Background: an optimization exercise with open tools, aiming at a short achievable clock period and few clock cycles per item. Do not read the settings as production practice.
RTL that was checked went through simulation tests only; none was proved equivalent to the original.
No driver is modelled on the clock port, so clock power and skew are understated where the tree is cut down; a real chip needs a root buffer or a tree.
No activity file was given, so power comes from the tool's default toggle rates.

rev 12:
==> module cpl_buffer_writer, before the edit <==
module cpl_buffer_writer (
  input  wire         clk,
  input  wire         rst,
  input  wire         i_we,
  input  wire         i_first,
  input  wire         i_last,
  input  wire [31:0]  i_data,
  input  wire [7:0]   i_tag,
  input  wire [11:0]  i_byte_cnt,
  input  wire [9:0]   i_dw_cnt,
  input  wire [4:0]   i_lower_dw,
  input  wire [10:0]  i_buf_offset,
  output logic [43:0] o_buf,
  output logic [30:0] o_cplt
);
  logic [10:0] off_q;
  logic [5:0]  off_hi1;
  logic [4:0]  g, p, gk1, pk1, gk2, pk2, gk3;
  logic [5:0]  cy;
  logic [4:0]  lo;
  logic [10:0] start;
  always_comb begin
    g = off_q[4:0] & i_lower_dw;
    p = off_q[4:0] ^ i_lower_dw;
    for (int i = 0; i < 5; i++) begin
      gk1[i] = (i >= 1) ? g[i]   | (p[i]   & g[i - 1])   : g[i];
      pk1[i] = (i >= 1) ? p[i]   & p[i - 1]              : p[i];
    end
    for (int i = 0; i < 5; i++) begin
      gk2[i] = (i >= 2) ? gk1[i] | (pk1[i] & gk1[i - 2]) : gk1[i];
      pk2[i] = (i >= 2) ? pk1[i] & pk1[i - 2]            : pk1[i];
    end
    for (int i = 0; i < 5; i++) begin
      gk3[i] = (i >= 4) ? gk2[i] | (pk2[i] & gk2[i - 4]) : gk2[i];
    end
    cy = {gk3, 1'b0};
    lo = p ^ cy[4:0];
  end
  always_ff @(posedge clk) begin
    off_q   <= i_buf_offset;
    off_hi1 <= off_q[10:5] + 6'd1;
    start   <= {cy[5] ? off_hi1 : off_q[10:5], lo};
  end
  logic        we;
  logic [10:0] addr;
  logic [10:0] last_addr;    
  logic [10:0] next_addr;
  logic [10:0] ones;         
  logic [31:0] data;
  logic        cplt_stb;
  logic [7:0]  tag;
  logic [11:0] byte_cnt;
  logic [9:0]  dw_cnt;
  always_comb begin
    for (int i = 0; i < 11; i++) ones[i] = &(last_addr | ~11'((1 << i) - 1));
    next_addr = i_first ? start : (last_addr ^ ones);
  end
  always_ff @(posedge clk) begin
    if (rst) begin
      we       <= 1'b0;
      cplt_stb <= 1'b0;
    end else begin
      we       <= i_we;
      cplt_stb <= i_we && i_last;
    end
  end
  always_ff @(posedge clk) begin
    data     <= i_data;
    tag      <= i_tag;
    byte_cnt <= i_byte_cnt;
    dw_cnt   <= i_dw_cnt;
    addr     <= next_addr;
    if (i_we) last_addr <= next_addr;
  end
  assign o_buf  = {we, addr, data};
  assign o_cplt = {cplt_stb, tag, byte_cnt, dw_cnt};
endmodule
clock: 5.0 ns
lec_check: 0
cap_margin: 20
core_area: 5 5 195 195
cts_cluster_diameter: 60
cts_cluster_size: 30
die_area: 0 0 200 200
setup_slack_margin: 3.5
slew_margin: 20
standard.sh (not shown) runs the stock make flow with config.mk's settings and CLKGATE_MAP_FILE= SYNTH_SCRIPT=/design/flow/synth_recipe.tcl, a recipe that flattens the netlist after the stock synthesis.
==> flow/flow/run.sh <==
#!/bin/bash
# Standard layout, except that the clock tree built by the CTS step is replaced
# by a two-level balanced tree of clock inverters (flow/myct.tcl, run as the
# CTS step's post hook). Two inverter levels keep the clock's polarity.
set -euo pipefail
export MYCT_NL1=4
export MYCT_NLEAF=28
export MYCT_L1CELL=sky130_fd_sc_hd__clkinv_16
export MYCT_LEAFCELL=sky130_fd_sc_hd__clkinv_8
export POST_CTS_TCL="$PWD/flow/myct.tcl"
bash standard.sh finish > standard.log 2>&1
Other scripts of this flow, unchanged in this note and not shown: flow/flow/myct.tcl
Here is what was changed in the inputs of rev 13 compared with rev 12.
-- flow/design.v --
<<< rev 12, line 339
  logic [9:0]  dw_cnt;
  always_comb begin
    for (int i = 0; i < 11; i++) ones[i] = &(last_addr | ~11'((1 << i) - 1));
    next_addr = i_first ? start : (last_addr ^ ones);
  end
>>> rev 13, line 339
  logic [9:0]  dw_cnt;
  always_comb begin
    for (int i = 0; i < 11; i++) begin
      ones[i] = 1'b1;
      for (int j = 0; j < i; j++) ones[i] = ones[i] & last_addr[j];
    end
    next_addr = i_first ? start : (last_addr ^ ones);
  end
--- outcome ---
Rev 13 and rev 12 all finish clean.
Summary — combinational power, rev 13 relative to rev 12: higher, by about 2%.
Per the comparison of rev 13 with rev 12, average cell area after synthesis down 0.15 um^2; instance count after placement with tap cells included up about 1.1%; combined area of all synthesized cells up 180 um^2; worst max-slew margin expressed relative to the limit up 8.9 points.
Testbench counts of rev 13, summed over its fixed seeds: cycles 18,146, items 2,400.
The RTL of rev 12 was laid out without a check of its function. In every run of this note, the design's own scripts or RTL, not TritonCTS, make the clock network.

---

Starting RTL as in the previous note.
Design pcie_ingress_top, start of the top module:
module pcie_ingress_top (
  input  wire                                    clk,
  input  wire                                    rst,
  input  wire                                    i_beat_valid,
  input  wire [32:0]                             i_beat,
  input  wire [31:0]                             i_control_addr_base,
  input  wire [pcie_ingress_pkg::BUF_ADDR_W-1:0] i_buf_offset,
  output logic                                   o_credit_return,
  output logic [225:0]                           o_regs,
  output logic                                   o_reg_write_stb,
  output logic                                   o_update_buf_stb,
  output logic [38:0]                            o_cmd,
  output logic [43:0]                            o_buf,
  output logic [30:0]                            o_cplt
);
==> flow/config.mk <==
export PLATFORM = sky130hd
export DESIGN_NAME = pcie_ingress_top
export DESIGN_NICKNAME = pcie_ingress_top
export VERILOG_FILES = /design/flow/design.v
export SDC_FILE = /design/flow/constraint.sdc
export NUM_CORES = 4
export LEC_CHECK = 0
export CAP_MARGIN = 20
export CORE_AREA = 5 5 225 225
export CTS_CLUSTER_DIAMETER = 60
export CTS_CLUSTER_SIZE = 30
export DIE_AREA = 0 0 230 230
export SETUP_SLACK_MARGIN = 3.5
export SLEW_MARGIN = 20
==> flow/constraint.sdc <==
create_clock -name core_clock -period 5.0 [get_ports {clk}]
set_input_delay 1.0000 -clock core_clock [delete_from_list [all_inputs] [get_ports {clk}]]
set_output_delay 1.0000 -clock core_clock [all_outputs]
set_load 0.01 [all_outputs]
Scripts as last shown in full above: flow/flow/run.sh
Other scripts of this flow, unchanged in this note and not shown: flow/flow/myct.tcl
Rerun with:
--- a/flow/design.v
+++ b/flow/design.v
@@ -330,17 +330,26 @@
   logic        we;
   logic [10:0] addr;
   logic [10:0] last_addr;    
   logic [10:0] next_addr;
   logic [10:0] ones;         
+  logic [10:0] pa1, pa2, pa4, pa8;
   logic [31:0] data;
   logic        cplt_stb;
   logic [7:0]  tag;
   logic [11:0] byte_cnt;
   logic [9:0]  dw_cnt;
   always_comb begin
-    for (int i = 0; i < 11; i++) ones[i] = &(last_addr | ~11'((1 << i) - 1));
+    pa1 = last_addr;
+    for (int i = 1; i < 11; i++) pa1[i] = last_addr[i] & last_addr[i - 1];
+    pa2 = pa1;
+    for (int i = 2; i < 11; i++) pa2[i] = pa1[i] & pa1[i - 2];
+    pa4 = pa2;
+    for (int i = 4; i < 11; i++) pa4[i] = pa2[i] & pa2[i - 4];
+    pa8 = pa4;
+    for (int i = 8; i < 11; i++) pa8[i] = pa4[i] & pa4[i - 8];
+    ones = {pa8[9:0], 1'b1};
     next_addr = i_first ? start : (last_addr ^ ones);
   end
   always_ff @(posedge clk) begin
     if (rst) begin
       we       <= 1'b0;
The new run ran to the end with no violations.
Power came out lower by 0.39%.
Die area stays the same.
Routed wire length came out lower by 6.3%.
Fmax came out lower by 5.2%.
Register-to-register slack loses 0.32 ns.
Synthesized cell count stays flat.
Clock skew came out lower by 0.0032 ns.
Clock power barely changes.
Via count came out lower by 2.5%.
Setup slack loses 0.095 ns.
Core utilization came out higher by 0.20 points.
First-iteration DRC count came out lower by 5.4%.
Worst hold slack barely changes.
Design area came out higher by 0.35%.
Function was not checked in any run of this note: the RTL went through the layout flow alone. In every run of this note, the design's own scripts or RTL, not TritonCTS, make the clock network.

[afterwards: timing with drivers on the ports]
The flow's constraints put no driver on any port. The routed layouts listed below were extracted and timed again, unchanged, in two steps.
Step 1, drivers: a clkbuf_16 drives clk and a buf_2 each remaining input, both assumed.
Step 2 moves the port delays by t, midway between the first and last clock arrival at a register: inputs arrive t later, outputs are due t later. That takes back most of the time a late clock gives input paths.
Slacks: no drivers / after step 1 / after step 2; pairs: no drivers / after step 1.
run	t (ns)	setup slack, ns	hold WS [ns]	clock arrival spread, ns
rev 12	0.458	3.296 / 3.058 / 3.065	0.329 / 0.330 / 0.330	0.022 / 0.022
rev 13	0.464	2.591 / 2.590 / 2.590	0.331 / 0.331 / 0.331	0.023 / 0.023
the first run of note 2	0.471	3.283 / 3.038 / 3.035	0.330 / 0.330 / 0.330	0.029 / 0.029
the second run of note 2	0.470	3.188 / 3.041 / 3.036	0.329 / 0.330 / 0.330	0.024 / 0.024
After both steps setup and hold are still met in every run listed. For the first run of note 2, which loses most, drivers alone change the setup slack by -0.245 ns; drivers and shift together by -0.248 ns.
